This design comes from an exercise in tuning for small area on the open sky130 flow, not from production work. The RTL was checked by simulation tests, not by an equivalence proof against the original design. Power figures rest on the tool's default switching activity, not on a simulated workload.

$ cat flow/flow/run.sh
#!/bin/bash
# ORFS layout as standard.sh runs it, with these changes:
#  - synthesis maps the logic with an area-oriented ABC script and lets ABC
#    map the small adders too (no adder cells); the registers are unchanged,
#  - port buffers use the smallest buffer cell,
#  - CTS uses larger sink clusters and no dummy loads.
set -euo pipefail
rm -rf scripts_area
cp -r "$FLOW_HOME/scripts" scripts_area
cp flow/abc_speed.script scripts_area/abc_speed.script
export BUFFER_PORTS_ARGS="-buffer_cell sky130_fd_sc_hd__buf_1"
export CTS_ARGS="-sink_clustering_enable -repair_clock_nets -dont_use_dummy_load -sink_clustering_size 16 -sink_clustering_max_diameter 60 -buf_list sky130_fd_sc_hd__clkbuf_8"
ADDER_MAP_FILE= SCRIPTS_DIR="$PWD/scripts_area" bash standard.sh synth > synth.log 2>&1
bash standard.sh > standard.log 2>&1
$ cat flow/config.mk
export PLATFORM = sky130hd
export DESIGN_NAME = avalon_flit_bridge_mc
export DESIGN_NICKNAME = avalon_flit_bridge_mc
export VERILOG_FILES = /design/flow/design.v
export SDC_FILE = /design/flow/constraint.sdc
export NUM_CORES = 4
export LEC_CHECK = 0
export CAP_MARGIN = 20
export CORE_MARGIN = 2
export CORE_UTILIZATION = 65
export PLACE_DENSITY = 0.8
export SLEW_MARGIN = 20
$ cat flow/flow/abc_speed.script
&get -n
&st
&syn2
&dch -f
&nf -R 1000 -p -C 32
&put
$ cat flow/standard.sh
#!/bin/bash
# synth_recipe.tcl (not shown) runs the flow's synth.tcl, then flattens the netlist and writes it again
# the make line also repeats each setting of config.mk as NAME=value (left out here)
make -C /OpenROAD-flow-scripts/flow DESIGN_CONFIG=/design/flow/config.mk WORK_HOME=/design/flow/orfs CLKGATE_MAP_FILE= SYNTH_SCRIPT=/design/flow/synth_recipe.tcl "${@:-finish}"
$ cat flow/design.v
package avalon_flit_bridge_mc_pkg;
  localparam logic [2:0] REG_STATUS  = 3'd0;
  localparam logic [2:0] REG_TX_DATA = 3'd1;
  localparam logic [2:0] REG_RX_DATA = 3'd2;
  localparam logic [2:0] REG_IRQ_EN  = 3'd3;
  localparam logic [2:0] REG_CH_SEL  = 3'd4;
  localparam logic [2:0] REG_COUNT   = 3'd5;
  localparam logic [2:0] REG_DROPS   = 3'd6;
  localparam logic [2:0] REG_CLEAR   = 3'd7;
  localparam int STAT_RX_NE_LSB = 0;
  localparam int STAT_TX_NF_LSB = 8;
  localparam int STAT_UNDERFLOW = 16;
  localparam int STAT_OVERFLOW  = 17;
  localparam int CLEAR_STICKY_BIT = 0;
  localparam int CLEAR_FLUSH_BIT  = 1;
  localparam logic [15:0] DROPS_MAX = 16'hFFFF;
endpackage
module flit_fifo #(
  parameter int W       = 32,
  parameter int DEPTH   = 8,
  parameter bit KEEP_WR = 1'b0
) (
  input  logic                     CLK,
  input  logic                     RST,
  input  logic                     enq,
  input  logic [W-1:0]             enq_data,
  input  logic                     deq,
  input  logic                     flush,
  input  logic [DEPTH-1:0]         wr_oh_ext,
  output logic [DEPTH*W-1:0]       mem_flat,
  output logic [DEPTH-1:0]         rd_oh,
  output logic [$clog2(DEPTH)-1:0] ptr,
  output logic                     full,
  output logic                     empty,
  output logic [$clog2(DEPTH):0]   count
);
  localparam int AW = $clog2(DEPTH);
  logic [W-1:0]     mem [DEPTH];
  logic [AW-1:0]    ptr_q;    
  logic [AW:0]      cnt;
  logic [DEPTH-1:0] wr_oh;
  logic             do_enq;
  logic             do_deq;
  assign empty = (cnt == '0);
  assign full  = cnt[AW];
  assign count = cnt;
  assign ptr   = ptr_q;
  assign do_deq = deq && !empty && !flush;
  assign do_enq = enq && (!full || do_deq) && !flush;
  always_comb begin
    for (int k = 0; k < DEPTH; k++) begin
      rd_oh[k] = !KEEP_WR && (ptr_q == AW'(k));
      wr_oh[k] = KEEP_WR ? (ptr_q == AW'(k)) : wr_oh_ext[k];
      mem_flat[k*W +: W] = mem[k];
    end
  end
  always_ff @(posedge CLK or posedge RST) begin
    if (RST) begin
      cnt <= '0;
    end else if (flush) begin
      cnt <= '0;
    end else begin
      if (do_enq && !do_deq)      cnt <= cnt + (AW+1)'(1);
      else if (!do_enq && do_deq) cnt <= cnt - (AW+1)'(1);
    end
  end
  always_ff @(posedge CLK or posedge RST) begin
    if (RST)                            ptr_q <= '0;
    else if (KEEP_WR ? do_enq : do_deq) ptr_q <= ptr_q + AW'(1);
  end
  always_ff @(posedge CLK) begin
    for (int k = 0; k < DEPTH; k++)
      if (do_enq && wr_oh[k]) mem[k] <= enq_data;
  end
endmodule
module avalon_flit_bridge_mc #(
  parameter int NUM_CH   = 4,
  parameter int FLIT_W   = 32,
  parameter int TX_DEPTH = 8,
  parameter int RX_DEPTH = 8
) (
  input  logic                       CLK,
  input  logic                       RST,
  input  logic [2:0]                 avs_address,
  input  logic                       avs_read,
  output logic [31:0]                avs_readdata,
  output logic                       avs_readdatavalid,
  input  logic                       avs_write,
  input  logic [31:0]                avs_writedata,
  output logic                       irq,
  output logic [NUM_CH*FLIT_W-1:0]   deq_flit,
  output logic [NUM_CH-1:0]          RDY_deq_flit,
  input  logic [NUM_CH-1:0]          EN_deq_flit,
  input  logic [NUM_CH*FLIT_W-1:0]   enq_flit,
  input  logic [NUM_CH-1:0]          EN_enq_flit,
  output logic [NUM_CH-1:0]          RDY_enq_flit
);
  localparam int TXA = $clog2(TX_DEPTH);
  localparam int RXA = $clog2(RX_DEPTH);
  localparam int TXC = TXA + 1;
  localparam int RXC = RXA + 1;
  logic [NUM_CH-1:0] tx_full, tx_empty, rx_full, rx_empty;
  logic [NUM_CH-1:0] tx_enq, rx_deq, flush, sel_mask;
  logic [TXC-1:0]    tx_count [NUM_CH];
  logic [RXC-1:0]    rx_count [NUM_CH];
  logic [TXA-1:0]    tx_rd_ptr [NUM_CH];
  logic [RXA-1:0]    rx_wr_ptr [NUM_CH];
  logic [TX_DEPTH*FLIT_W-1:0] tx_mem [NUM_CH];
  logic [RX_DEPTH*FLIT_W-1:0] rx_mem [NUM_CH];
  logic [TX_DEPTH-1:0] tx_rd_oh [NUM_CH];
  logic [TX_DEPTH-1:0] tx_wr_oh;
  logic [RX_DEPTH-1:0] rx_rd_oh;
  logic [1:0]        ch_sel;    
  logic [NUM_CH-1:0] irq_en;
  logic [15:0]       drops;
  logic              underflow, overflow;
  logic              rd_acc, wr_acc, tx_push_req, rx_pop_req, tx_drop, rd_rx;
  logic              sel_rx_empty, sel_tx_full, sel_core_deq;
  logic [TXC-1:0]    sel_tx_count;
  logic [RXC-1:0]    sel_rx_count;
  logic [TXA-1:0]    sel_tx_rd_ptr, sel_tx_wr_ptr;
  logic [RXA-1:0]    sel_rx_wr_ptr, sel_rx_rd_ptr;
  logic [31:0]       rd_mux, rx_rd;
  for (genvar i = 0; i < NUM_CH; i++) begin : g_ch
    flit_fifo #(.W(FLIT_W), .DEPTH(TX_DEPTH), .KEEP_WR(1'b0)) u_tx (
      .CLK       (CLK),
      .RST       (RST),
      .enq       (tx_enq[i]),
      .enq_data  (avs_writedata[FLIT_W-1:0]),
      .deq       (EN_deq_flit[i]),
      .flush     (flush[i]),
      .wr_oh_ext (tx_wr_oh),
      .mem_flat  (tx_mem[i]),
      .rd_oh     (tx_rd_oh[i]),
      .ptr       (tx_rd_ptr[i]),
      .full      (tx_full[i]),
      .empty     (tx_empty[i]),
      .count     (tx_count[i])
    );
    flit_fifo #(.W(FLIT_W), .DEPTH(RX_DEPTH), .KEEP_WR(1'b1)) u_rx (
      .CLK       (CLK),
      .RST       (RST),
      .enq       (EN_enq_flit[i]),
      .enq_data  (enq_flit[i*FLIT_W +: FLIT_W]),
      .deq       (rx_deq[i]),
      .flush     (flush[i]),
      .wr_oh_ext ({RX_DEPTH{1'b0}}),
      .mem_flat  (rx_mem[i]),
      .rd_oh     (),
      .ptr       (rx_wr_ptr[i]),
      .full      (rx_full[i]),
      .empty     (rx_empty[i]),
      .count     (rx_count[i])
    );
    logic [FLIT_W-1:0] tx_or [TX_DEPTH+1];
    assign tx_or[0] = '0;
    for (genvar k = 0; k < TX_DEPTH; k++) begin : g_tx_rd
      assign tx_or[k+1] = tx_or[k] | (tx_mem[i][k*FLIT_W +: FLIT_W] & {FLIT_W{tx_rd_oh[i][k]}});
    end
    assign deq_flit[i*FLIT_W +: FLIT_W] = tx_or[TX_DEPTH];
  end
  assign RDY_deq_flit = ~tx_empty;
  assign RDY_enq_flit = ~rx_full;
  assign rd_acc = avs_read;
  assign wr_acc = avs_write && !avs_read;
  always_comb begin
    sel_mask      = '0;
    sel_rx_empty  = 1'b1;
    sel_tx_full   = 1'b0;
    sel_core_deq  = 1'b0;
    sel_tx_count  = '0;
    sel_rx_count  = '0;
    sel_tx_rd_ptr = '0;
    sel_rx_wr_ptr = '0;
    for (int i = 0; i < NUM_CH; i++) begin
      if (ch_sel == 2'(i)) begin
        sel_mask[i]   = 1'b1;
        sel_rx_empty  = rx_empty[i];
        sel_tx_full   = tx_full[i];
        sel_core_deq  = EN_deq_flit[i];
        sel_tx_count  = tx_count[i];
        sel_rx_count  = rx_count[i];
        sel_tx_rd_ptr = tx_rd_ptr[i];
        sel_rx_wr_ptr = rx_wr_ptr[i];
      end
    end
  end
  assign sel_tx_wr_ptr = sel_tx_rd_ptr + sel_tx_count[TXA-1:0];
  assign sel_rx_rd_ptr = sel_rx_wr_ptr - sel_rx_count[RXA-1:0];
  always_comb begin
    for (int k = 0; k < TX_DEPTH; k++) tx_wr_oh[k] = (sel_tx_wr_ptr == TXA'(k));
    for (int k = 0; k < RX_DEPTH; k++) rx_rd_oh[k] = (sel_rx_rd_ptr == RXA'(k));
  end
  assign tx_push_req = wr_acc && (avs_address == avalon_flit_bridge_mc_pkg::REG_TX_DATA);
  assign rx_pop_req  = rd_acc && (avs_address == avalon_flit_bridge_mc_pkg::REG_RX_DATA);
  assign tx_enq      = tx_push_req ? sel_mask : '0;
  assign rx_deq      = rx_pop_req  ? sel_mask : '0;
  assign flush       = (wr_acc && (avs_address == avalon_flit_bridge_mc_pkg::REG_CLEAR) && avs_writedata[avalon_flit_bridge_mc_pkg::CLEAR_FLUSH_BIT])
                       ? sel_mask : '0;
  assign tx_drop     = tx_push_req && sel_tx_full && !sel_core_deq;
  assign rd_rx = (avs_address == avalon_flit_bridge_mc_pkg::REG_RX_DATA);
  logic [FLIT_W-1:0] rx_or [NUM_CH*RX_DEPTH+1];
  assign rx_or[0] = '0;
  for (genvar i = 0; i < NUM_CH; i++) begin : g_rx_rd_ch
    for (genvar k = 0; k < RX_DEPTH; k++) begin : g_rx_rd
      assign rx_or[i*RX_DEPTH+k+1] = rx_or[i*RX_DEPTH+k]
        | (rx_mem[i][k*FLIT_W +: FLIT_W]
           & {FLIT_W{rd_rx && !sel_rx_empty && sel_mask[i] && rx_rd_oh[k]}});
    end
  end
  assign rx_rd = rx_or[NUM_CH*RX_DEPTH];
  always_comb begin
    rd_mux = rx_rd;
    case (avs_address)
      avalon_flit_bridge_mc_pkg::REG_STATUS: begin
        rd_mux[avalon_flit_bridge_mc_pkg::STAT_RX_NE_LSB +: NUM_CH] = ~rx_empty;
        rd_mux[avalon_flit_bridge_mc_pkg::STAT_TX_NF_LSB +: NUM_CH] = ~tx_full;
        rd_mux[avalon_flit_bridge_mc_pkg::STAT_UNDERFLOW]           = underflow;
        rd_mux[avalon_flit_bridge_mc_pkg::STAT_OVERFLOW]            = overflow;
      end
      avalon_flit_bridge_mc_pkg::REG_IRQ_EN:  rd_mux[NUM_CH-1:0] = irq_en;
      avalon_flit_bridge_mc_pkg::REG_CH_SEL:  rd_mux[2:0]        = {1'b0, ch_sel};
      avalon_flit_bridge_mc_pkg::REG_COUNT: begin
        rd_mux[7:0]  = 8'(sel_rx_count);
        rd_mux[15:8] = 8'(sel_tx_count);
      end
      avalon_flit_bridge_mc_pkg::REG_DROPS:   rd_mux[15:0]       = drops;
      default: ;
    endcase
  end
  always_ff @(posedge CLK or posedge RST) begin
    if (RST) begin
      ch_sel    <= '0;
      irq_en    <= '0;
      drops     <= '0;
      underflow <= 1'b0;
      overflow  <= 1'b0;
      irq       <= 1'b0;
    end else begin
      if (wr_acc) begin
        case (avs_address)
          avalon_flit_bridge_mc_pkg::REG_IRQ_EN: irq_en <= avs_writedata[NUM_CH-1:0];
          avalon_flit_bridge_mc_pkg::REG_CH_SEL: if (avs_writedata < 32'(NUM_CH)) ch_sel <= avs_writedata[1:0];
          avalon_flit_bridge_mc_pkg::REG_DROPS:  drops <= '0;
          avalon_flit_bridge_mc_pkg::REG_CLEAR: begin
            if (avs_writedata[avalon_flit_bridge_mc_pkg::CLEAR_STICKY_BIT]) begin
              underflow <= 1'b0;
              overflow  <= 1'b0;
            end
          end
          default: ;
        endcase
      end
      if (tx_drop) begin
        overflow <= 1'b1;
        if (drops != avalon_flit_bridge_mc_pkg::DROPS_MAX) drops <= drops + 16'd1;
      end
      if (rx_pop_req && sel_rx_empty) underflow <= 1'b1;
      irq <= |(~rx_empty & irq_en);
    end
  end
  always_ff @(posedge CLK or posedge RST) begin
    if (RST) avs_readdatavalid <= 1'b0;
    else     avs_readdatavalid <= rd_acc;
  end
  always_ff @(posedge CLK) avs_readdata <= rd_mux;
endmodule
$ cat flow/constraint.sdc
create_clock -name core_clock -period 5.5 [get_ports {CLK}]
set_input_delay 1.1000 -clock core_clock [delete_from_list [all_inputs] [get_ports {CLK}]]
set_output_delay 1.1000 -clock core_clock [all_outputs]
set_load 0.01 [all_outputs]
==> results of run 1 <==
==> per-layer routing <==
| layer | share of wire, % | up-vias |
|---|---|---|
| li1 | - | 18800 |
| met1 | 32 | 22800 |
| met2 | 47 | 4230 |
| met3 | 15 | 725 |
| met4 | 5.7 | 32 |
| met5 | 0.088 | - |
==> flip-flops by register name (all words and copies together) (netlist names) <==
name / count
g_ch.u_rx.mem: 1024
g_ch.u_tx.mem: 1024
avs_readdata: 32
drops: 16
g_ch.u_rx.cnt: 16
g_ch.u_tx.cnt: 16
g_ch.u_rx.ptr_q: 12
g_ch.u_tx.ptr_q: 12
irq_en: 4
ch_sel: 2
avs_readdatavalid: 1
irq: 1
overflow: 1
underflow: 1
==> power by group through the flow <==
stage / Combinational (mW) / Sequential [mW] / Clock [mW]
global placement: 4.05 / 20.0 / 0
finish: 4.25 / 19.7 / 7.17
CTS: 4.15 / 19.7 / 7.16
detailed placement: 4.13 / 20.1 / 0
floorplan: 1.90 / 19.9 / 0
global route: 4.41 / 19.8 / 7.70
==> cells by family (layout without fill, tap and decap cells) <==
kind of cell	after synthesis	after routing	share of synthesized area (%)
buffers and inverters	12	699	0.0587
other	0	6	0
AND/OR/NAND/NOR	864	864	5.49
multiplexers	12	12	0.173
XOR/XNOR	44	44	0.502
flip-flops	2162	2162	83.7
AO/OA/AOI/OAI	949	949	10.1
adder cells (fa/ha/maj)	1	1	0.0130
==> final timing paths <==
kind | startpoint | end | slack [ns] | cells after the start
max in group asynchronous | RST | underflow$_DFFE_PP0P_ | 4.01 | 3
min | RST | avs_readdatavalid$_DFF_PP0_ | 0.35 | 2
max reg2reg | ch_sel[1]$_DFFE_PP0P_ | avs_readdata[0]$_DFF_P_ | 0.77 | 11
min in group core_clock | g_ch[0].u_rx.mem[3][24]$_DFFE_PP_ | avs_readdata[24]$_DFF_P_ | 0.46 | 2
min reg2reg | g_ch[0].u_rx.mem[3][24]$_DFFE_PP_ | avs_readdata[24]$_DFF_P_ | 0.46 | 2
max | ch_sel[1]$_DFFE_PP0P_ | avs_readdata[0]$_DFF_P_ | 0.77 | 11
==> worst max-delay path, delay by kind of cell, from the launching register on <==
| kind | cells | cell delay, ns |
|---|---|---|
| AOI/OAI and AO/OA | 3 | 0.62 |
| buffers and inverters | 1 | 0.31 |
| DFF | 1 | 0.57 |
| and+or+nand+nor | 7 | 3.04 |
==> final cells by class <==
cell class / instances / area share, %
antenna: 6 / 0.0177
timing repair buffer: 530 / 3.51
sequential: 2162 / 75.9
clock buffer: 157 / 2.55
multi-input combinational: 1870 / 15.7
tap: 1536 / 2.27
inverter: 12 / 0.0547
==> metrics by stage <==
step	power, mW	instance area (sq um)
after CTS	31.0	84500
final	31.1	84600
after floorplan	21.8	76800
after global placement	24.1	82200
after global routing	31.9	84600
after detailed placement	24.2	82400
==> cell usage after synthesis (all sizes together), types with 2 or more instances <==
cell / n / area (sq um)
nor3: 47 / 235
mux2i: 2 / 20.0
and3b: 8 / 70.1
a222oi: 335 / 3350
nor4b: 2 / 17.5
clkinv: 12 / 45.0
nand4: 176 / 1100
edfxtp: 2048 / 61500
and3: 19 / 119
nor2b: 16 / 100
xor2: 19 / 166
xnor2: 25 / 219
mux2: 10 / 113
or2: 3 / 18.8
o31ai: 4 / 30.0
a221oi: 42 / 368
nor3b: 18 / 135
nor4: 29 / 181
nand2: 275 / 1030
o21ai: 47 / 235
o22ai: 26 / 163
dfrtp: 82 / 2050
a31oi: 12 / 75.1
nand2b: 7 / 43.8
a22o: 34 / 298
nand3: 117 / 586
dfxtp: 32 / 641
o211ai: 5 / 37.5
and2: 5 / 31.3
a21oi: 57 / 285
a22oi: 380 / 2850
nor2: 140 / 526
==> placed cells by master, fill, tap and decap left out, types with 5 or more instances in the layout <==
cell and count:
clkbuf_8 157, nand3_1 117, nor3_2 13, o22ai_1 26
nor2_4 72, buf_16 9, a22o_1 34, and3b_1 8
xnor2_1 25, a31oi_1 12, o21ai_0 47, clkinv_1 11
clkbuf_2 24, edfxtp_1 2048, a221oi_1 42, and2_0 5
nor4_1 24, and3_1 15, buf_12 6, dfxtp_1 32
nand2_1 275, mux2_1 10, nor2b_1 15, a222oi_1 335
buf_4 171, nor3b_2 15, dfrtp_1 82, nand2b_1 7
nor2_1 64, nand4_1 176, nor3_1 34, buf_1 320
diode_2 6, a21oi_1 57, o211ai_1 5, xor2_1 19
a22oi_1 380
==> flow_summary.yaml, run 1 <==
outcome:
  status: "finished clean"
cts:
  cts_resized: 0
  clockBufferDepth: 3
  cts.sinks: 2162
  post_cts_buffers: 0
  htree_levels: 4
  cts_tree: "done"
  cts_buffers: 157
  cts_root_buf: "clkbuf_8"
  ctsHoldBuffers: 0
  clk_latency_ns: 0.90
  clkTransAtPathRegs_ns: 0.09
worst_setup_path:
  path_max_fanout: 25
  cp_cell_sequence: "or2_0 -> a21oi_1 -> nor4_1 -> nor2_1 -> nand2_1 -> nor2_4 -> buf_4 -> a222oi_1 -> nand3_1 -> nor4_1 -> a31oi_1"
  path_common_cell: "nor4_1"
  critPathKind: "register to register"
  end_kind: "register"
  cp.arrival_ns: 5.41
  startpoint_type: "register"
  slowest_delay_ns: 0.78
  slowest_stage: "or2_0"
  critPathRequiredTime_ns: 6.18
global_route:
  antenna_found_initial: 20
  grt.met1_usage_pct: 46.2
  use_met2_pct: 57.2
  grt_pass1_vias: 45500
  grt_max_degree: 45
  grt_pass1_wl_microns: 310000
  gr-total-overflow: 0
  grt_busiest_layer: "met2"
  grt_usage_pct: 36.0
  grt_use_met3_pct: 9.90
synthesis:
  synth_ff_type: "edfxtp_1"
  synth_edf_count: 2048
  ys.warnings.count: 22
  avgSynthCellArea_sq_um: 19.0
  synthDistinctLibCells: 42
  ys_seq_area_share_pct: 83.7
  synth_cells: 4044
  syn_area_sq_um: 76700
  async_reset_ff_share_pct: 3.79
  synth_nets: 4219
  yosys_register_bits: 2162
cells_and_area:
  fin_nets: 4908
  syn_to_final_growth_pct: 10.3
  finalCoreUtilization_pct: 71.9
  stdcell_count: 6273
  multi_input_area_sq_um: 13300
  regArea_sq_um: 64200
  fill_cells: 6860
  drive_gt1_share_pct: 10.3
power:
  power_frac_seq_pct: 63.3
  vdd.ir_drop.worst_v: 0.000291
  power.density_nw_per_um2: 368
  leakage_nw: 26.1
  cell_internal_pwr_mw: 22.7
  sw_frac_of_total_pct: 27.1
  clock_power_share_pct: 23.0
  power_frac_comb_pct: 13.6
  p_sw_mw: 8.43
routing:
  postRouteAntennaNets: 0
  drc: 0
  vias: 46500
  wl_microns: 219000
  first_pass_iters: 13
  drt_iter0_markers: 9050
  viasPerCell: 7.42
  post_drt_wl_per_cell_microns: 34.8
die:
  die_y_microns: 348
  ios: 345
  dieWidth_microns: 348
  dieArea_sq_um: 121000
  rows: 126
  start_util_pct: 65.2
  coreArea_sq_um: 118000
sta:
  rsz0062_at_grt: "false"
  drv_slew: 0
  fin_crit_ns: 4.73
  tns_ns: 0
  worst_slack_ns: 0.769
  worst_pin_slew_ns: 1.20
  slew_headroom_pct: 19.6
  max_freq_mhz: 211
  period_share_pct: 86.0
  hold_violations: 0
  hold_slack_ns: 0.354
  finalSetupViolations: 0
  fin_skew_ns: 0.0753
placement:
  placed_cells: 6107
  hpwlAfterDp_microns: 129000
  pre_cts_ws_ns: 0.816
  portBuffers: 344
  gp_congestion: 0.952
hold_path:
  hp-class: "primary input to async pin"
flow_run:
  cap_viol_max_count: 0
==> inputs of run 2 (changes only) <==
--- a/flow/config.mk
+++ b/flow/config.mk
@@ -7,6 +7,5 @@
 export LEC_CHECK = 0
 export CAP_MARGIN = 20
 export CORE_MARGIN = 2
-export CORE_UTILIZATION = 65
-export PLACE_DENSITY = 0.8
+export CORE_UTILIZATION = 40
 export SLEW_MARGIN = 20
==> run 2 against run 1 <==
  * Wire length increased by 13%
  * Synthesized cell count stayed put
  * Sequential cell count did not move
  * Global-route usage decreased by 11 points
  * Largest power group unchanged
==> flow_summary.yaml, run 2 <==
power:
  vdd.ir_drop.worst_v: 0.000261
  power.density_nw_per_um2: 367
  leakage_nw: 26.1
routing:
  post_drt_wl_per_cell_microns: 33.9
  wl_microns: 246000
  first_pass_iters: 10
  drt_iter0_markers: 7725
  viasPerCell: 6.29
  postRouteAntennaNets: 0
  drc: 0
  vias: 45800
die:
  rows: 160
  coreArea_sq_um: 190000
  dieWidth_microns: 442
  ios: 345
  start_util_pct: 40.3
  dieArea_sq_um: 195000
  die_y_microns: 442
cts:
  cts_root_buf: "clkbuf_8"
  clockBufferDepth: 3
  cts_resized: 0
  post_cts_buffers: 0
  cts_buffers: 162
  htree_levels: 4
  clk_latency_ns: 0.94
  clkTransAtPathRegs_ns: 0.10
  cts_tree: "done"
  cts.sinks: 2162
  ctsHoldBuffers: 0
worst_setup_path:
  rr_startpoint: "ch_sel[1]$_DFFE_PP0P_"
  critPathKind: "register to register"
  startpoint_type: "register"
  rr_endpoint: "avs_readdata[17]$_DFF_P_"
  path_max_fanout: 16
  critPathRequiredTime_ns: 6.30
  reg2reg_depth: 13
  end_kind: "register"
  crit_path_start: "ch_sel[1]$_DFFE_PP0P_"
  cp.arrival_ns: 5.48
  rrSetupSlack_ns: 0.83
global_route:
  grt_max_degree: 46
  grt_pass1_wl_microns: 341000
  grt_usage_pct: 24.6
  grt_pass1_vias: 44000
  gr-total-overflow: 0
  antenna_found_initial: 49
sta:
  hold_violations: 0
  worst_pin_slew_ns: 1.27
  hold_slack_ns: 0.190
  finalSetupViolations: 0
  fin_skew_ns: 0.0901
  fin_crit_ns: 4.67
  max_freq_mhz: 214
  drv_slew: 0
  slew_headroom_pct: 14.9
  rsz0062_at_grt: "false"
  tns_ns: 0
  period_share_pct: 85.0
hold_path:
  hp-class: "primary input to async pin"
cells_and_area:
  stdcell_count: 7280
  final_common_cell: "edfxtp_1"
  syn_to_final_growth_pct: 12.0
  reg_top3: "g_ch.u_rx.mem: 1024 flops, g_ch.u_tx.mem: 1024 flops, avs_readdata: 32 flops"
  fin_nets: 4928
  final_cell_mix: "2048 x edfxtp_1, 380 x a22oi_1, 335 x a222oi_1, 317 x buf_1, 275 x nand2_1"
  drive_gt1_share_pct: 10.7
synthesis:
  ys_seq_area_share_pct: 83.7
  netlist.area_leader.share_pct: 80.1
  ys.warnings.count: 22
  synth_ff_type: "edfxtp_1"
  yosys_register_bits: 2162
  synth_top_area_cell: "edfxtp_1"
  yosysMostFrequentCell: "edfxtp_1"
  synth_edf_count: 2048
  avgSynthCellArea_sq_um: 19.0
  syn_area_sq_um: 76700
  synth.top_cells.by_area: "edfxtp_1 80%, a222oi_1 4.4%, a22oi_1 3.7%, dfrtp_1 2.7%, nand4_1 1.4%"
  synth_nets: 4219
  synth_cells: 4044
  async_reset_ff_share_pct: 3.79
  synthDistinctLibCells: 42
  ys_top_cells_by_count: "2048 x edfxtp_1, 380 x a22oi_1, 335 x a222oi_1"
flow_run:
  cap_viol_max_count: 0
outcome:
  status: "finished clean"
placement:
  gp_congestion: 0.828
  hpwlAfterDp_microns: 144000
  portBuffers: 344
  placed_cells: 7100
[run 2: cell count changes in the layout (fill, tap and decap cells not counted), sizes merged]
cell / previous run / this run
clkbuf: 181 / 189
buf: 506 / 518
diode: 6 / 18
clkinv: 12 / 11
inv: 0 / 1
[run 2: layer usage]
layer	track usage, %	vias up	wire (microns)
met3	4.90	578	25800
met4	10.7	38	11700
met2	40.4	2971	119000
met1	31.8	23400	90200
met5	0	-	218
li1	-	18800	-
[run 2: worst max path at each step]
| stage | end | slack [ns] | cells past startpoint |
|---|---|---|---|
| 2_1_floorplan | g_ch[2].u_rx.mem[0][0]$_DFFE_PP_ | -0.01 | 7 |
| 3_3_place_gp | avs_readdata[17]$_DFF_P_ | 1.09 | 13 |
| 3_5_place_dp | avs_readdata[17]$_DFF_P_ | 0.97 | 13 |
| 4_1_cts | deq_flit[111] | 0.77 | 5 |
| 5_1_grt | avs_readdata[9]$_DFF_P_ | 0.61 | 14 |
| 6_report | avs_readdata[17]$_DFF_P_ | 0.83 | 13 |
[run 2: layout make-up]
type | count | area, sq um
inverter | 12 | 47.5
antenna | 18 | 45.0
sequential | 2162 | 64200
tap | 2511 | 3140
fill | 16300 | 104000
timing repair buffer | 545 | 2950
clock buffer | 162 | 2230
multi-input combinational | 1870 | 13300
[run 2: critical path, stage by stage, from the launching register on]
cell      delay, ns
dfrtp_1        0.63
nand2b_1       0.20
buf_4          0.25
o22ai_1        0.10
nor2_1         0.32
xor2_1         0.42
mux2i_1        0.18
a22oi_1        0.80
nor2_4         0.32
a22o_1         0.33
a221oi_1       0.26
nand4_1        0.15
nor4_1         0.51
nor2_1         0.08
[run 2: stage by stage]
| stage | setup slack, ns | power [mW] | util, % | instance area [sq um] |
|---|---|---|---|---|
| floorplan | -0.0128 | 21.8 | - | 76800 |
| global placement | 1.09 | 24.4 | 43.9 | 83600 |
| detailed placement | 0.969 | 24.5 | 43.9 | 83600 |
| CTS | 0.770 | 31.7 | 45.1 | 85900 |
| global route | 0.606 | 32.5 | 45.1 | 85900 |
| finish | 0.826 | 31.6 | 45.1 | 85900 |
[run 2: power by group]
part | switching, mW | internal, mW | total (mW)
combinational | 3.37 | 1.02 | 4.39
clock | 4.85 | 2.64 | 7.49
sequential | 0.602 | 19.1 | 19.7
[run 2: cell families after synthesis]
kind of cell | synth area share [%]
AO/OA/AOI/OAI | 10.1
adder cells (fa/ha/maj) | 0.0130
XOR/XNOR | 0.502
flip-flops | 83.7
AND/OR/NAND/NOR | 5.49
buffers and inverters | 0.0587
multiplexers | 0.173
==> inputs of run 3 (changes only) <==
--- a/flow/flow/run.sh
+++ b/flow/flow/run.sh
@@ -9,6 +9,6 @@
 cp -r "$FLOW_HOME/scripts" scripts_area
 cp flow/abc_speed.script scripts_area/abc_speed.script
 export BUFFER_PORTS_ARGS="-buffer_cell sky130_fd_sc_hd__buf_1"
-export CTS_ARGS="-sink_clustering_enable -repair_clock_nets -dont_use_dummy_load -sink_clustering_size 16 -sink_clustering_max_diameter 60 -buf_list sky130_fd_sc_hd__clkbuf_8"
+export CTS_ARGS="-sink_clustering_enable -repair_clock_nets -dont_use_dummy_load -sink_clustering_size 18 -sink_clustering_max_diameter 60 -buf_list sky130_fd_sc_hd__clkbuf_8"
 ADDER_MAP_FILE= SCRIPTS_DIR="$PWD/scripts_area" bash standard.sh synth > synth.log 2>&1
 bash standard.sh > standard.log 2>&1
--- a/flow/config.mk
+++ b/flow/config.mk
@@ -5,7 +5,9 @@
 export SDC_FILE = /design/flow/constraint.sdc
 export NUM_CORES = 4
 export LEC_CHECK = 0
-export CAP_MARGIN = 20
+export CAP_MARGIN = 0
 export CORE_MARGIN = 2
-export CORE_UTILIZATION = 40
-export SLEW_MARGIN = 20
+export CORE_UTILIZATION = 65
+export GPL_ROUTABILITY_DRIVEN = 0
+export PLACE_DENSITY = 0.8
+export SLEW_MARGIN = 0
==> run 3 against run 2 <==
  * Highest routed layer unchanged
  * Sequential cell count did not move
  * Synthesized cell count did not move
  * Hold slack improved by 0.065 ns
  * Register-to-register slack got worse by 0.63 ns
  * Largest power group unchanged
  * Non-clock buffer count fell by 27
  * Still clean
  * Die area fell by 38%
  * Clock skew fell by 0.00090 ns
==> flow_summary.yaml, run 3 <==
sta:
  max_freq_mhz: 188
  rsz0062_at_grt: "false"
  finalSetupViolations: 0
  worst_pin_slew_ns: 1.31
  fin_crit_ns: 5.31
  drv_slew: 0
  fin_skew_ns: 0.0892
  slew_headroom_pct: 12.7
  hold_violations: 0
  tns_ns: 0
  period_share_pct: 96.5
  worst_slack_ns: 0.192
synthesis:
  async_reset_ff_share_pct: 3.79
  synth_nets: 4219
  ys.warnings.count: 22
  synthDistinctLibCells: 42
  synth_cells: 4044
  yosysMostFrequentCell: "edfxtp_1"
  yosys_register_bits: 2162
  synth_top_area_cell: "edfxtp_1"
  synth.top_cells.by_area: "edfxtp_1 80%, a222oi_1 4.4%, a22oi_1 3.7%, dfrtp_1 2.7%, nand4_1 1.4%"
  netlist.area_leader.share_pct: 80.1
  synth_edf_count: 2048
  syn_area_sq_um: 76700
  avgSynthCellArea_sq_um: 19.0
  synth_ff_type: "edfxtp_1"
  ys_seq_area_share_pct: 83.7
  ys_top_cells_by_count: "2048 x edfxtp_1, 380 x a22oi_1, 335 x a222oi_1"
cells_and_area:
  finalCoreUtilization_pct: 71.5
  final_cell_mix: "2048 x edfxtp_1, 380 x a22oi_1, 335 x a222oi_1, 320 x buf_1, 275 x nand2_1"
  drive_gt1_share_pct: 9.77
  syn_to_final_growth_pct: 9.65
  fin_area_sq_um: 84100
  final_common_cell: "edfxtp_1"
  fin_nets: 4883
  fill_cells: 6957
  multi_input_area_sq_um: 13300
  regArea_sq_um: 64200
  reg_top3: "g_ch.u_rx.mem: 1024 flops, g_ch.u_tx.mem: 1024 flops, avs_readdata: 32 flops"
routing:
  postRouteAntennaNets: 0
  wl_microns: 220000
  drc: 0
  post_drt_wl_per_cell_microns: 35.2
  vias: 46700
  viasPerCell: 7.48
  first_pass_iters: 10
  drt_iter0_markers: 9185
worst_setup_path:
  cp_cell_sequence: "or2_0 -> o221ai_1 -> or2_0 -> nand3_1 -> o21ai_0 -> a21oi_1 -> nor2_4 -> a222oi_1 -> nand4_1 -> nor4_1 -> a31oi_1"
  path_common_cell: "or2_0"
  startpoint_type: "register"
  cp.arrival_ns: 6.01
  critPathRequiredTime_ns: 6.20
  crit_family: "simple AND/OR/NAND/NOR gates"
  path_max_fanout: 17
  slowest_delay_ns: 0.84
  crit_end: "avs_readdata[0]$_DFF_P_"
  slowest_stage: "nor4_1"
  rr_startpoint: "ch_sel[0]$_DFFE_PP0P_"
  cp_num_cells: 11
  rrSetupSlack_ns: 0.19
  crit_path_start: "ch_sel[0]$_DFFE_PP0P_"
  critPathKind: "register to register"
  worst-path-buf-inv: 0
  end_kind: "register"
  rr_endpoint: "avs_readdata[0]$_DFF_P_"
  reg2reg_depth: 11
global_route:
  gr-total-overflow: 0
  grt_usage_pct: 36.1
  grt_max_degree: 49
  grt_pass1_wl_microns: 310000
  grt_pass1_vias: 45200
  antenna_found_initial: 13
power:
  power.density_nw_per_um2: 367
  clock_power_share_pct: 22.4
  sw_frac_of_total_pct: 27.2
  p_sw_mw: 8.41
  power_frac_seq_pct: 63.8
  power_frac_comb_pct: 13.8
  vdd.ir_drop.worst_v: 0.000322
  leakage_nw: 25.9
  cell_internal_pwr_mw: 22.5
placement:
  hpwlAfterDp_microns: 128000
  pre_cts_ws_ns: 0.446
  placed_area_sq_um: 82100
  portBuffers: 344
cts:
  clkTransAtPathRegs_ns: 0.12
  cts.sinks: 2162
  post_cts_buffers: 0
  htree_levels: 4
  cts_root_buf: "clkbuf_8"
  cts_tree: "done"
  cts_resized: 0
  clockBufferDepth: 3
  clk_latency_ns: 0.90
  ctsHoldBuffers: 0
  cts_buffers: 144
hold_path:
  hp-class: "primary input to async pin"
die:
  ios: 345
  dieArea_sq_um: 121000
  start_util_pct: 65.2
  die_y_microns: 348
  dieWidth_microns: 348
  coreArea_sq_um: 118000
  rows: 126
flow_run:
  cap_viol_max_count: 0
outcome:
  status: "finished clean"
[run 3: logic make-up (layout without fill, tap and decap cells)]
| family | count (synthesis) | after routing | share of synthesized area, % |
|---|---|---|---|
| AO/OA/AOI/OAI | 949 | 949 | 10.1 |
| other | 0 | 5 | 0 |
| flip-flops | 2162 | 2162 | 83.7 |
| AND/OR/NAND/NOR | 864 | 864 | 5.49 |
| XOR/XNOR | 44 | 44 | 0.502 |
| multiplexers | 12 | 12 | 0.173 |
| adder cells (fa/ha/maj) | 1 | 1 | 0.0130 |
| buffers and inverters | 12 | 674 | 0.0587 |
[run 3: metal layers]
| metal | wire length (microns) | track usage (%) | vias up |
|---|---|---|---|
| met2 | 103000 | 56.8 | 4349 |
| met1 | 70500 | 46.7 | 22900 |
| met4 | 12400 | 17.8 | 18 |
| li1 | - | - | 18700 |
| met3 | 33900 | 10.5 | 745 |
| met5 | 132 | 0 | - |
[run 3: metrics by stage]
stage	total power, mW	hold WS [ns]	std cells
2_1_floorplan	21.8	0.421	4044
3_3_place_gp	24.0	0.426	6098
3_5_place_dp	24.2	0.431	6098
4_1_cts	30.7	0.212	6242
5_1_grt	31.6	0.295	6245
6_report	30.9	0.256	6247
[run 3: worst min path at each step]
stage / startpoint / to / slack (ns) / cells after the start
6_report: RST / avs_readdatavalid$_DFF_PP0_ / 0.26 / 2
5_1_grt: RST / avs_readdatavalid$_DFF_PP0_ / 0.30 / 2
4_1_cts: RST / avs_readdatavalid$_DFF_PP0_ / 0.21 / 2
3_5_place_dp: g_ch[2].u_rx.mem[1][21]$_DFFE_PP_ / avs_readdata[21]$_DFF_P_ / 0.43 / 2
3_3_place_gp: g_ch[0].u_rx.mem[3][18]$_DFFE_PP_ / avs_readdata[18]$_DFF_P_ / 0.43 / 2
2_1_floorplan: g_ch[0].u_rx.mem[3][18]$_DFFE_PP_ / avs_readdata[18]$_DFF_P_ / 0.42 / 2
[run 3: layout make-up]
| class | instances | area share (%) |
|---|---|---|
| flip-flops and latches | 2162 | 76.3 |
| multi-input cells | 1870 | 15.8 |
| repair buffers | 518 | 3.20 |
| clock buffers | 144 | 2.36 |
| well taps | 1536 | 2.28 |
| inverters | 12 | 0.0550 |
| diodes | 5 | 0.0149 |
[run 3: power by group through the flow]
stage          Sequential, mW  Combinational (mW)  Clock [mW]
6_report                 19.7                4.25        6.92
5_1_grt                  19.8                4.39        7.44
4_1_cts                  19.7                4.13        6.91
3_5_place_dp             20.0                4.13           0
3_3_place_gp             20.0                4.04           0
2_1_floorplan            19.9                1.90           0
==> inputs of run 4 (changes only) <==
--- a/flow/config.mk
+++ b/flow/config.mk
@@ -8,6 +8,5 @@
 export CAP_MARGIN = 0
 export CORE_MARGIN = 2
 export CORE_UTILIZATION = 65
-export GPL_ROUTABILITY_DRIVEN = 0
 export PLACE_DENSITY = 0.8
 export SLEW_MARGIN = 0
==> run 4 against run 3 <==
  * Synthesized cell count stayed put
  * Via count fell by 1.0%
  * Clock skew is 0.016 ns higher
  * Final cell count increased by 0.13%
  * Sequential share of layout area about the same
  * Global-route usage decreased by 0.39 points
  * Critical path depth did not move
  * Register-to-register slack improved by 0.49 ns
  * Combinational power shrank 0.9%
  * Still clean
  * Clock power increased by 0.6%
  * First-iteration DRC count decreased by 4.2%
  * Worst setup slack gained 0.49 ns
==> flow_summary.yaml, run 4 <==
outcome:
  status: "finished clean"
placement:
  placed_cells: 6100
  hpwlAfterDp_microns: 128000
  portBuffers: 344
  gp_congestion: 0.952
synthesis:
  netlist.area_leader.share_pct: 80.1
  synth.top_cells.by_area: "edfxtp_1 80%, a222oi_1 4.4%, a22oi_1 3.7%, dfrtp_1 2.7%, nand4_1 1.4%"
  ys_seq_area_share_pct: 83.7
  yosys_register_bits: 2162
  synth_edf_count: 2048
  synth_nets: 4219
  synth_top_area_cell: "edfxtp_1"
  ys_top_cells_by_count: "2048 x edfxtp_1, 380 x a22oi_1, 335 x a222oi_1"
  ys.warnings.count: 22
  synth_ff_type: "edfxtp_1"
  async_reset_ff_share_pct: 3.79
  synthDistinctLibCells: 42
  synth_cells: 4044
  avgSynthCellArea_sq_um: 19.0
  yosysMostFrequentCell: "edfxtp_1"
  syn_area_sq_um: 76700
sta:
  max_freq_mhz: 208
  slew_headroom_pct: 3.46
  hold_violations: 0
  drv_slew: 0
  fin_crit_ns: 4.81
  worst_pin_slew_ns: 1.43
  fin_skew_ns: 0.105
  rsz0062_at_grt: "false"
  period_share_pct: 87.5
  finalSetupViolations: 0
cts:
  htree_levels: 4
  cts_resized: 0
  clk_latency_ns: 0.92
  post_cts_buffers: 0
  cts_root_buf: "clkbuf_8"
  clkTransAtPathRegs_ns: 0.10
  cts_buffers: 146
  cts_tree: "done"
  ctsHoldBuffers: 0
  clockBufferDepth: 3
  cts.sinks: 2162
worst_setup_path:
  crit_path_start: "ch_sel[1]$_DFFE_PP0P_"
  rrSetupSlack_ns: 0.69
  rr_endpoint: "avs_readdata[0]$_DFF_P_"
  cp.arrival_ns: 5.52
  critPathRequiredTime_ns: 6.20
  crit_end: "avs_readdata[0]$_DFF_P_"
  rr_startpoint: "ch_sel[1]$_DFFE_PP0P_"
  startpoint_type: "register"
  end_kind: "register"
  reg2reg_depth: 11
  path_max_fanout: 25
  critPathKind: "register to register"
flow_run:
  cap_viol_max_count: 0
routing:
  wl_microns: 217000
  vias: 46200
  drt_iter0_markers: 8796
  postRouteAntennaNets: 0
  drc: 0
  first_pass_iters: 10
  post_drt_wl_per_cell_microns: 34.7
  viasPerCell: 7.39
power:
  vdd.ir_drop.worst_v: 0.000317
  power.density_nw_per_um2: 367
  p_total_mw: 30.9
  leakage_nw: 25.9
hold_path:
  hp-class: "primary input to async pin"
global_route:
  gr-total-overflow: 0
  antenna_found_initial: 18
  grt_pass1_wl_microns: 307000
  grt_usage_pct: 35.7
  grt_max_degree: 45
  grt_pass1_vias: 45300
cells_and_area:
  fill_cells: 6906
  drive_gt1_share_pct: 9.85
  stdcell_count: 6255
  syn_to_final_growth_pct: 9.72
  multi_input_area_sq_um: 13300
  final_cell_mix: "2048 x edfxtp_1, 380 x a22oi_1, 335 x a222oi_1, 320 x buf_1, 275 x nand2_1"
  fin_nets: 4887
  regArea_sq_um: 64200
  reg_top3: "g_ch.u_rx.mem: 1024 flops, g_ch.u_tx.mem: 1024 flops, avs_readdata: 32 flops"
  final_common_cell: "edfxtp_1"
die:
  rows: 126
  die_y_microns: 348
  ios: 345
  start_util_pct: 65.2
  coreArea_sq_um: 118000
  dieArea_sq_um: 121000
  dieWidth_microns: 348
[run 4: cell count changes in the layout (fill, tap and decap cells not counted), sizes merged]
cell,before,now
buf,494,496
clkbuf,168,170
diode,5,9
[run 4: critical path: stages, from the launching register on]
cell      delay [ns]
dfrtp_1         0.56
or2_0           0.85
a21oi_1         0.17
nor4_1          0.44
nor2_1          0.19
nand2_1         0.61
nor2_4          0.41
buf_4           0.32
a222oi_1        0.38
nand3_1         0.15
nor4_1          0.54
a31oi_1         0.07
[run 4: how the worst min path moves through the flow]
stage                                           start                          end  depth (start not counted)
floorplan           g_ch[0].u_rx.mem[3][18]$_DFFE_PP_     avs_readdata[18]$_DFF_P_                          2
global placement    g_ch[2].u_rx.mem[1][29]$_DFFE_PP_     avs_readdata[29]$_DFF_P_                          2
detailed placement  g_ch[0].u_rx.mem[3][20]$_DFFE_PP_     avs_readdata[20]$_DFF_P_                          2
CTS                                               RST  avs_readdatavalid$_DFF_PP0_                          2
global route                                      RST  avs_readdatavalid$_DFF_PP0_                          2
finish                                            RST  avs_readdatavalid$_DFF_PP0_                          2
[run 4: cell families (layout without fill, tap and decap cells)]
group,after synthesis,in the layout,synth area share [%]
other,0,9,0
AND/OR/NAND/NOR,864,864,5.49
adder cells (fa/ha/maj),1,1,0.0130
AO/OA/AOI/OAI,949,949,10.1
flip-flops,2162,2162,83.7
multiplexers,12,12,0.173
XOR/XNOR,44,44,0.502
buffers and inverters,12,678,0.0587
[run 4: cell type report]
| cell class | instances | area share, % |
|---|---|---|
| multi-input cells | 1870 | 15.8 |
| inverters | 12 | 0.0550 |
| clock buffers | 146 | 2.39 |
| flip-flops and latches | 2162 | 76.2 |
| diodes | 9 | 0.0268 |
| repair buffers | 520 | 3.21 |
| well taps | 1536 | 2.28 |
[run 4: routing by layer]
layer / up-vias / GRT usage, % / wire, microns
met4: 22 / 18.3 / 12600
li1: 18700 / - / -
met3: 701 / 10.2 / 32200
met5: - / 0 / 136
met2: 4115 / 56.6 / 102000
met1: 22700 / 45.6 / 70300
[run 4: metrics by stage]
step	hold slack, ns	setup slack, ns	util (%)	TNS [ns]	area [sq um]
detailed placement	0.437	0.815	69.9	0	82200
finish	0.327	0.685	71.6	0	84200
global placement	0.427	0.901	69.9	0	82200
floorplan	0.421	-0.0128	-	-0.410	76800
CTS	0.320	0.841	71.6	0	84200
global route	0.367	0.529	71.6	0	84200
[run 4: power by group]
part	switching (mW)	total, mW	internal (mW)
clock	4.56	6.96	2.39
sequential	0.624	19.7	19.1
combinational	3.17	4.21	1.04
total	8.36	30.9	22.5

## afterwards: timing with drivers on the ports
No port has a modelled driver above. Below, the same layouts with a new extraction and two added sets of constraints.
Step 1: set_driving_cell puts a clkbuf_16 on CLK and a buf_2 on each other input, an assumption about the parent block.
Step 2 moves the port delays by t, midway between the first and last clock arrival at a register: inputs arrive t later, outputs are due t later. That takes back most of the time a late clock gives input paths.
a / b / c = no drivers / after step 1 / after step 2; a / b = the first two.
run | t, ns | setup WS [ns] | worst hold slack (ns) | clock arrival spread, ns | worst register clock-pin slew, ns
run 1 | 0.937 | 0.769 / 0.769 / 0.667 | 0.354 / 0.314 / 0.464 | 0.088 / 0.088 | 0.10 / 0.10
run 2 | 0.991 | 0.826 / 0.826 / 0.826 | 0.190 / 0.127 / 0.460 | 0.118 / 0.118 | 0.11 / 0.11
run 3 | 0.924 | 0.192 / 0.192 / 0.192 | 0.256 / 0.211 / 0.409 | 0.105 / 0.106 | 0.12 / 0.12
run 4 | 0.943 | 0.685 / 0.685 / 0.665 | 0.327 / 0.286 / 0.461 | 0.108 / 0.109 | 0.11 / 0.11
After both steps every run listed still meets setup and hold. For run 1, which loses most, drivers alone change the setup slack by 0.000 ns; drivers and shift together by -0.102 ns.
